From an optimization exercise on the open Yosys and OpenROAD flow, aimed at small area, a short achievable clock period and few clock cycles per item; shortcuts taken in it are not production practice. The RTL was checked by simulation tests, not by an equivalence proof against the original design. The clock input has no modelled driver; a real chip could not lean on it and would need a root buffer or a full tree. Power figures rest on the tool's default switching activity, not on a simulated workload.

## tdes_dec
module tdes_dec (
	input  logic             clk,
	input  logic             rst,
	input  logic             start,
	input  tdes_pkg::key_t   ek1,
	input  tdes_pkg::key_t   ek2,
	input  tdes_pkg::key_t   ek3,
	input  tdes_pkg::block_t ct,
	output logic             ready,
	output logic             done,
	output tdes_pkg::block_t pt,
	output tdes_pkg::key_t   k1,
	output tdes_pkg::key_t   k2,
	output tdes_pkg::key_t   k3
);
	logic             load;
	tdes_pkg::block_t pt_c;
	tdes_pkg::key_t   k1_c;
	tdes_pkg::key_t   k2_c;
	tdes_pkg::key_t   k3_c;
	tdes_sequencer seq0 (
		.clk   (clk),
		.rst   (rst),
		.start (start),
		.load  (load),
		.ready (ready),
		.done  (done)
	);
	tdes_feistel_round round0 (
		.ct  (ct),
		.ek1 (ek1),
		.ek2 (ek2),
		.ek3 (ek3),
		.pt  (pt_c)
	);
	tdes_key_schedule ks1 (.ek(ek1), .k_last(k1_c));
	tdes_key_schedule ks2 (.ek(ek2), .k_last(k2_c));
	tdes_key_schedule ks3 (.ek(ek3), .k_last(k3_c));
	tdes_result_capture cap0 (
		.clk   (clk),
		.load  (load),
		.pt_in (pt_c),
		.k1_in (k1_c),
		.k2_in (k2_c),
		.k3_in (k3_c),
		.pt    (pt),
		.k1    (k1),
		.k2    (k2),
		.k3    (k3)
	);
endmodule
Settings: LEC_CHECK=0, CAP_MARGIN=20, CORE_AREA=5 5 175 175, DIE_AREA=0 0 180 180, SLEW_MARGIN=20; clock period 5.0 ns.
standard.sh (not shown) runs the stock make flow with config.mk's settings and CLKGATE_MAP_FILE= SYNTH_SCRIPT=/design/flow/synth_recipe.tcl, a recipe that flattens the netlist after the stock synthesis.
==> flow/flow/run.sh <==
#!/bin/bash
# Standard layout, except:
#  - plain buffers on the ports instead of delay cells,
#  - pins one track apart so that the die can be small, and each bit's
#    inputs and outputs side by side (flow/pre_io.tcl),
#  - a two-level clock tree (flow/manual_cts.tcl) instead of TritonCTS's
#    three-level one.
cp standard.sh standard_sh.txt
export BUFFER_PORTS_ARGS="-buffer_cell sky130_fd_sc_hd__buf_1"
export PLACE_PINS_ARGS="-min_distance 1 -min_distance_in_tracks"
export FLOW_FLOW_DIR=$PWD/flow
export PRE_IO_PLACEMENT_TCL=$PWD/flow/pre_io.tcl
export PRE_CTS_TCL=$PWD/flow/pre_cts.tcl
export FLOW_CTS_LEAVES=16
export FLOW_CTS_ROOTS=4
export FLOW_CTS_LEAF_BUF=sky130_fd_sc_hd__clkbuf_16
export FLOW_CTS_ROOT_BUF=sky130_fd_sc_hd__clkbuf_16
bash standard.sh > standard.log 2>&1
==> flow/flow/pre_io.tcl <==
# Keep each bit's pins together: the pins of bit i of every input and output
# form one group, with each output next to the input it comes from.
for {set i 0} {$i < 64} {incr i} {
  set h [expr {$i + 64}]
  set_io_pin_constraint -group -order -pin_names [list \
    "ek1\[$i\]" "k1\[$i\]" "ek2\[$i\]" "k2\[$i\]" "ct\[$i\]" "pt\[$h\]" \
    "ct\[$h\]" "pt\[$i\]" "ek3\[$i\]" "k3\[$i\]"]
}
Other scripts of this flow, unchanged in this note and not shown: flow/flow/manual_cts.tcl, flow/flow/pre_cts.tcl
Testbench counts at the start, summed over its fixed seeds: cycles 192, items 192.
Rerun with:
--- a/flow/config.mk
+++ b/flow/config.mk
@@ -10,0 +11 @@
+export SETUP_SLACK_MARGIN = 3.25
=> The new run produced a clean layout; combinational power went up by about 10%; worst hold slack gets worse by 0.0035 ns; wire length went up by 6.3%; cell count went up by 1.1%; critical path depth went down by 1; die area stays the same; power went up by 2.0%.
Rerun with:
--- a/flow/flow/run.sh
+++ b/flow/flow/run.sh
@@ -4,2 +4 @@
-#  - pins one track apart so that the die can be small, and each bit's
-#    inputs and outputs side by side (flow/pre_io.tcl),
+#  - pins one track apart so that the die can be small,
@@ -12 +10,0 @@
-export PRE_IO_PLACEMENT_TCL=$PWD/flow/pre_io.tcl
--- a/flow/config.mk
+++ b/flow/config.mk
@@ -11 +11 @@
-export SETUP_SLACK_MARGIN = 3.25
+export SETUP_SLACK_MARGIN = 3.3
removed: flow/flow/pre_io.tcl
The changed run completed with no timing, DRC or antenna violations.
Sequential share of layout area is lower by 2.3 points.
Final area is higher by 4.0%.
Clock power hardly moves.
Rerun with:
--- a/flow/flow/run.sh
+++ b/flow/flow/run.sh
@@ -4 +4,2 @@
-#  - pins one track apart so that the die can be small,
+#  - pins one track apart so that the die can be small, and each bit's
+#    inputs and outputs side by side (flow/pre_io.tcl),
@@ -10,0 +12 @@
+export PRE_IO_PLACEMENT_TCL=$PWD/flow/pre_io.tcl
==> flow/flow/pre_io.tcl (new file) <==
# Keep each bit's pins together: the pins of bit i of every input and output
# form one group, with each output next to the input it comes from.
for {set i 0} {$i < 64} {incr i} {
  set h [expr {$i + 64}]
  set_io_pin_constraint -group -order -pin_names [list \
    "ek1\[$i\]" "k1\[$i\]" "ek2\[$i\]" "k2\[$i\]" "ct\[$i\]" "pt\[$h\]" \
    "ct\[$h\]" "pt\[$i\]" "ek3\[$i\]" "k3\[$i\]"]
}
--- a/flow/config.mk
+++ b/flow/config.mk
@@ -11 +11 @@
-export SETUP_SLACK_MARGIN = 3.3
+export SETUP_SLACK_MARGIN = 3.1
Fmax barely changes.
Total power came out lower by 2.9%.
Area after synthesis does not change.
Hold slack loses 0.12 ns.
Setup slack is about the same.
In every run of this note, the design's own scripts or RTL, not TritonCTS, make the clock network.

---

The RTL this note starts from:
==> flow/design.v <==
package tdes_pkg;
	localparam int HALF_W  = 64;
	localparam int BLOCK_W = 2 * HALF_W;
	localparam int LANE_W  = 16;
	typedef logic [HALF_W-1:0]  half_t;
	typedef logic [BLOCK_W-1:0] block_t;
	typedef logic [HALF_W-1:0]  key_t;
	typedef logic [LANE_W-1:0]  lane_t;
	localparam int ROUNDS_PER_STAGE = 16;
	localparam int NUM_STAGES       = 3;
	localparam int TOTAL_ROUNDS = NUM_STAGES * ROUNDS_PER_STAGE;
endpackage
package tdes_ctrl_pkg;
	typedef logic hold_t;
endpackage
`timescale 1ns/1ps
module tdes_sequencer (
	input  logic clk,
	input  logic rst,
	input  logic start,
	output logic load,
	output logic ready,
	output logic done
);
	always_ff @(posedge clk) begin
		if (rst) begin
			done <= 1'b0;
		end else if (start) begin
			done <= 1'b1;
		end
	end
	assign ready = 1'b1;
	assign load  = start;
endmodule
`timescale 1ns/1ps
module tdes_key_schedule (
	input  tdes_pkg::key_t ek,
	output tdes_pkg::key_t k_last
);
	assign k_last = ek;
endmodule
`timescale 1ns/1ps
module tdes_feistel_round (
	input  tdes_pkg::block_t ct,
	input  tdes_pkg::key_t   ek1,
	input  tdes_pkg::key_t   ek2,
	input  tdes_pkg::key_t   ek3,
	output tdes_pkg::block_t pt
);
	tdes_pkg::half_t l;
	tdes_pkg::half_t r;
	tdes_pkg::half_t lr;
	tdes_pkg::half_t k12;
	tdes_pkg::half_t k123;
	tdes_pkg::half_t t;
	assign l = ct[tdes_pkg::BLOCK_W-1 -: tdes_pkg::HALF_W];
	assign r = ct[tdes_pkg::HALF_W-1:0];
	tdes_xor2 x0 (.a(l),   .b(r),    .y(lr));
	tdes_xor2 x1 (.a(ek1), .b(ek2),  .y(k12));
	tdes_xor2 x2 (.a(k12), .b(ek3),  .y(k123));
	tdes_xor2 x3 (.a(lr),  .b(k123), .y(t));
	assign pt = {t, l};
endmodule
module tdes_xor2 (
	input  tdes_pkg::half_t a,
	input  tdes_pkg::half_t b,
	output tdes_pkg::half_t y
);
	assign y = a ^ b;
endmodule
`timescale 1ns/1ps
module tdes_result_capture (
	input  logic             clk,
	input  logic             load,
	input  tdes_pkg::block_t pt_in,
	input  tdes_pkg::key_t   k1_in,
	input  tdes_pkg::key_t   k2_in,
	input  tdes_pkg::key_t   k3_in,
	output tdes_pkg::block_t pt,
	output tdes_pkg::key_t   k1,
	output tdes_pkg::key_t   k2,
	output tdes_pkg::key_t   k3
);
	always_ff @(posedge clk) begin
		if (load) begin
			pt <= pt_in;
			k1 <= k1_in;
			k2 <= k2_in;
			k3 <= k3_in;
		end
	end
endmodule
`timescale 1ns/1ps
module tdes_dec (
	input  logic             clk,
	input  logic             rst,
	input  logic             start,
	input  tdes_pkg::key_t   ek1,
	input  tdes_pkg::key_t   ek2,
	input  tdes_pkg::key_t   ek3,
	input  tdes_pkg::block_t ct,
	output logic             ready,
	output logic             done,
	output tdes_pkg::block_t pt,
	output tdes_pkg::key_t   k1,
	output tdes_pkg::key_t   k2,
	output tdes_pkg::key_t   k3
);
	logic             load;
	tdes_pkg::block_t pt_c;
	tdes_pkg::key_t   k1_c;
	tdes_pkg::key_t   k2_c;
	tdes_pkg::key_t   k3_c;
	tdes_sequencer seq0 (
		.clk   (clk),
		.rst   (rst),
		.start (start),
		.load  (load),
		.ready (ready),
		.done  (done)
	);
	tdes_feistel_round round0 (
		.ct  (ct),
		.ek1 (ek1),
		.ek2 (ek2),
		.ek3 (ek3),
		.pt  (pt_c)
	);
	tdes_key_schedule ks1 (.ek(ek1), .k_last(k1_c));
	tdes_key_schedule ks2 (.ek(ek2), .k_last(k2_c));
	tdes_key_schedule ks3 (.ek(ek3), .k_last(k3_c));
	tdes_result_capture cap0 (
		.clk   (clk),
		.load  (load),
		.pt_in (pt_c),
		.k1_in (k1_c),
		.k2_in (k2_c),
		.k3_in (k3_c),
		.pt    (pt),
		.k1    (k1),
		.k2    (k2),
		.k3    (k3)
	);
endmodule
Settings: LEC_CHECK=0, CAP_MARGIN=20, CORE_AREA=5 5 175 175, DIE_AREA=0 0 180 180, SETUP_SLACK_MARGIN=3.1, SLEW_MARGIN=20, SYNTH_HIERARCHICAL=1, SYNTH_MINIMUM_KEEP_SIZE=0; clock period 5.0 ns.
==> flow/flow/run.sh <==
#!/bin/bash
# Standard layout, except:
#  - plain buffers on the ports instead of delay cells,
#  - pins one track apart so that the die can be small, and each bit's
#    inputs and outputs side by side (flow/pre_io.tcl),
#  - a two-level clock tree (flow/manual_cts.tcl) instead of TritonCTS's
#    three-level one,
#  - the buffers that ABC puts on the outputs of each kept module removed.
cp standard.sh standard_sh.txt
export BUFFER_PORTS_ARGS="-buffer_cell sky130_fd_sc_hd__buf_1"
export PLACE_PINS_ARGS="-min_distance 1 -min_distance_in_tracks"
export FLOW_FLOW_DIR=$PWD/flow
export PRE_IO_PLACEMENT_TCL=$PWD/flow/pre_io.tcl
export REMOVE_ABC_BUFFERS=1
export PRE_CTS_TCL=$PWD/flow/pre_cts.tcl
export FLOW_CTS_LEAVES=16
export FLOW_CTS_ROOTS=4
export FLOW_CTS_LEAF_BUF=sky130_fd_sc_hd__clkbuf_16
export FLOW_CTS_ROOT_BUF=sky130_fd_sc_hd__clkbuf_16
bash standard.sh > standard.log 2>&1
==> flow/flow/manual_cts.tcl <==
# Two-level clock tree: one root clkbuf at the middle of the leaves, and one
# clkbuf per cluster of flip-flops (k-means on their placed locations).
proc my_manual_cts {nclusters nroots} {
  set block [ord::get_db_block]
  set clk_net [$block findNet clk]
  set pins {}
  set xs {}
  set ys {}
  foreach pin [get_pins -of_objects [get_nets clk] -filter "direction==input"] {
    set inst [[sta::sta_to_db_pin $pin] getInst]
    set bb [$inst getBBox]
    lappend pins $pin
    lappend xs [expr {([$bb xMin] + [$bb xMax]) / 2.0}]
    lappend ys [expr {([$bb yMin] + [$bb yMax]) / 2.0}]
  }
  set n [llength $pins]
  # k-means, seeded with points spread through the list sorted by x then y
  set order [lsort -integer -command [list apply {{xs ys a b} {
      set ka [expr {int([lindex $xs $a] / 20000) * 1000000 + [lindex $ys $a]}]
      set kb [expr {int([lindex $xs $b] / 20000) * 1000000 + [lindex $ys $b]}]
      expr {$ka < $kb ? -1 : ($ka > $kb ? 1 : 0)} } } $xs $ys] [lsearch -all [lrepeat $n x] x]]
  set cx {}
  set cy {}
  for {set k 0} {$k < $nclusters} {incr k} {
    set i [lindex $order [expr {int(($k + 0.5) * $n / $nclusters)}]]
    lappend cx [lindex $xs $i]
    lappend cy [lindex $ys $i]
  }
  set cap [expr {int(ceil(1.15 * $n / $nclusters))}]
  for {set iter 0} {$iter < 30} {incr iter} {
    # assign with a size cap: points in order of distance to their best centre
    set cand {}
    for {set i 0} {$i < $n} {incr i} {
      set best 1e30
      for {set k 0} {$k < $nclusters} {incr k} {
        set d [expr {abs([lindex $xs $i] - [lindex $cx $k]) + abs([lindex $ys $i] - [lindex $cy $k])}]
        if {$d < $best} { set best $d }
      }
      lappend cand [list $i $best]
    }
    set cnt [lrepeat $nclusters 0]
    set asg [lrepeat $n -1]
    foreach c [lsort -real -index 1 $cand] {
      set i [lindex $c 0]
      set bestk -1
      set best 1e30
      for {set k 0} {$k < $nclusters} {incr k} {
        if {[lindex $cnt $k] >= $cap} continue
        set d [expr {abs([lindex $xs $i] - [lindex $cx $k]) + abs([lindex $ys $i] - [lindex $cy $k])}]
        if {$d < $best} { set best $d; set bestk $k }
      }
      lset asg $i $bestk
      lset cnt $bestk [expr {[lindex $cnt $bestk] + 1}]
    }
    set sx [lrepeat $nclusters 0.0]
    set sy [lrepeat $nclusters 0.0]
    for {set i 0} {$i < $n} {incr i} {
      set k [lindex $asg $i]
      lset sx $k [expr {[lindex $sx $k] + [lindex $xs $i]}]
      lset sy $k [expr {[lindex $sy $k] + [lindex $ys $i]}]
    }
    for {set k 0} {$k < $nclusters} {incr k} {
      if {[lindex $cnt $k] > 0} {
        lset cx $k [expr {[lindex $sx $k] / [lindex $cnt $k]}]
        lset cy $k [expr {[lindex $sy $k] / [lindex $cnt $k]}]
      }
    }
  }
  set dbu [$block getDbUnitsPerMicron]
  set leaf_inputs {}
  set rx 0.0
  set ry 0.0
  set used 0
  for {set k 0} {$k < $nclusters} {incr k} {
    set lp {}
    for {set i 0} {$i < $n} {incr i} {
      if {[lindex $asg $i] == $k} { lappend lp [lindex $pins $i] }
    }
    if {[llength $lp] == 0} continue
    set x [expr {[lindex $cx $k] / $dbu}]
    set y [expr {[lindex $cy $k] / $dbu}]
    insert_buffer -buffer_cell $::env(FLOW_CTS_LEAF_BUF) -net clk -load_pins $lp \
      -location [list $x $y] -buffer_name clkleaf_${k}_ -net_name clknet_leaf_$k
    lappend leaf_inputs clkleaf_$k/A
    set rx [expr {$rx + $x}]
    set ry [expr {$ry + $y}]
    incr used
  }
  # leaves into nroots groups by angle around their centre, one root per group
  set rx [expr {$rx / $used}]
  set ry [expr {$ry / $used}]
  set leaves {}
  foreach inst [$block getInsts] {
    if {[string match clkleaf_* [$inst getName]]} {
      set bb [$inst getBBox]
      set x [expr {([$bb xMin] + [$bb xMax]) / 2.0 / $dbu}]
      set y [expr {([$bb yMin] + [$bb yMax]) / 2.0 / $dbu}]
      lappend leaves [list [$inst getName] $x $y [expr {atan2($y - $ry, $x - $rx)}]]
    }
  }
  set leaves [lsort -real -index 3 $leaves]
  set nl [llength $leaves]
  # rotate the start so that groups are compact: start at the largest angular gap
  set bestgap -1
  set start 0
  for {set i 0} {$i < $nl} {incr i} {
    set a [lindex $leaves $i 3]
    set b [lindex $leaves [expr {($i + 1) % $nl}] 3]
    set gap [expr {$b - $a}]
    if {$gap < 0} { set gap [expr {$gap + 6.283185307}] }
    if {$gap > $bestgap} { set bestgap $gap; set start [expr {($i + 1) % $nl}] }
  }
  set leaves [concat [lrange $leaves $start end] [lrange $leaves 0 [expr {$start - 1}]]]
  for {set g 0} {$g < $nroots} {incr g} {
    set lo [expr {int($g * $nl / $nroots)}]
    set hi [expr {int(($g + 1) * $nl / $nroots) - 1}]
    set grp [lrange $leaves $lo $hi]
    set gx 0.0
    set gy 0.0
    set lp {}
    foreach l $grp {
      set gx [expr {$gx + [lindex $l 1]}]
      set gy [expr {$gy + [lindex $l 2]}]
      lappend lp [get_pins [lindex $l 0]/A]
    }
    set gx [expr {$gx / [llength $grp]}]
    set gy [expr {$gy / [llength $grp]}]
    insert_buffer -buffer_cell $::env(FLOW_CTS_ROOT_BUF) -net clk -load_pins $lp \
      -location [list $gx $gy] -buffer_name clkroot_${g}_ -net_name clknet_root_$g
  }
  foreach net [$block getNets] {
    set nm [$net getName]
    if {$nm eq "clk" || [string match clknet_* $nm]} { $net setSigType CLOCK }
  }
  foreach inst [$block getInsts] {
    if {[string match clkleaf_* [$inst getName]] || [string match clkroot* [$inst getName]]} {
      $inst setSourceType TIMING
    }
  }
  foreach inst [$block getInsts] { if {[string match clk* [$inst getName]]} { puts "clock cell [$inst getName] [[$inst getMaster] getName]" } }
  puts "manual CTS: $n sinks, $used leaves, root at $rx $ry, counts $cnt"
}
==> flow/flow/pre_cts.tcl <==
# Replaces TritonCTS with a two-level tree built by manual_cts.tcl: the clock
# port drives four root buffers, each of which drives leaf buffers near the
# centres of clusters of flip-flops.
source $::env(FLOW_FLOW_DIR)/manual_cts.tcl
my_manual_cts $::env(FLOW_CTS_LEAVES) $::env(FLOW_CTS_ROOTS)
proc clock_tree_synthesis {args} {
  puts "clock tree already built by manual_cts.tcl"
}
Other scripts of this flow, unchanged in this note and not shown: flow/flow/pre_io.tcl
The baseline finished clean.
Testbench counts at the start, summed over its fixed seeds: cycles 192, items 192.
Edit:
--- a/flow/flow/run.sh
+++ b/flow/flow/run.sh
@@ -16 +16 @@
-export FLOW_CTS_LEAVES=16
+export FLOW_CTS_LEAVES=24
@@ -18 +18 @@
-export FLOW_CTS_LEAF_BUF=sky130_fd_sc_hd__clkbuf_16
+export FLOW_CTS_LEAF_BUF=sky130_fd_sc_hd__clkbuf_8
--- a/flow/config.mk
+++ b/flow/config.mk
@@ -9,2 +9,2 @@
-export CORE_AREA = 5 5 175 175
-export DIE_AREA = 0 0 180 180
+export CORE_AREA = 5 5 155 155
+export DIE_AREA = 0 0 160 160
Effect: The changed run finished with timing, DRC and antenna clean. Register-to-register slack hardly moves. Synthesized cell count does not change. Utilization rises by 16 points.
Edit:
--- a/flow/config.mk
+++ b/flow/config.mk
@@ -9,2 +9,2 @@
-export CORE_AREA = 5 5 155 155
-export DIE_AREA = 0 0 160 160
+export CORE_AREA = 5 5 175 175
+export DIE_AREA = 0 0 180 180
Outcome: The changed run ran to the end with no violations. Design area increases slightly. Register-to-register slack stays flat. Maximum frequency hardly moves. Sequential power hardly moves. Via count went down by a few percent. Power stays flat. Synthesized cell count is unchanged. Wire length came out lower by a little under a tenth. Clock skew does not change. Setup slack stays flat.
In every run of this note, the design's own scripts or RTL, not TritonCTS, make the clock network.

[separate check: timing with driven ports]
No port has a modelled driver above. Below, the same layouts with a new extraction and two added sets of constraints. Step 1 assumes that a clkbuf_16 drives the clock port and a buf_2 every other input. Step 2 times the ports against the registers' clock, not the clock port: input delays grow and output delays shrink by t, the midpoint of the rising clock arrivals with the driver on. Three values: ideal, step 1, step 2; two values: the first two.
run	t, ns	slack for setup (ns)	hold slack, ns	worst data-port slew with drivers (ns)
the first run of note 1	0.410	2.740 / 2.824 / 2.414	0.494 / 0.494 / 0.494	0.08
the second run of note 1	0.408	3.128 / 3.027 / 3.029	0.490 / 0.490 / 0.490	0.26
the third run of note 1	0.401	3.131 / 3.032 / 2.892	0.610 / 0.610 / 0.610	0.17
the fourth run of note 1	0.409	3.134 / 3.027 / 3.014	0.494 / 0.494 / 0.494	0.10
the first run of note 2	0.408	3.108 / 3.000 / 2.970	0.478 / 0.478 / 0.478	0.10
the second run of note 2	0.400	3.116 / 3.015 / 2.993	0.482 / 0.482 / 0.482	0.09
the third run of note 2	0.397	3.116 / 3.018 / 2.980	0.477 / 0.477 / 0.477	0.10
After both steps setup and hold are still met in every run listed. The setup slack of the first run of note 1, which loses most, moves by +0.084 ns with the drivers and by -0.326 ns with both steps.
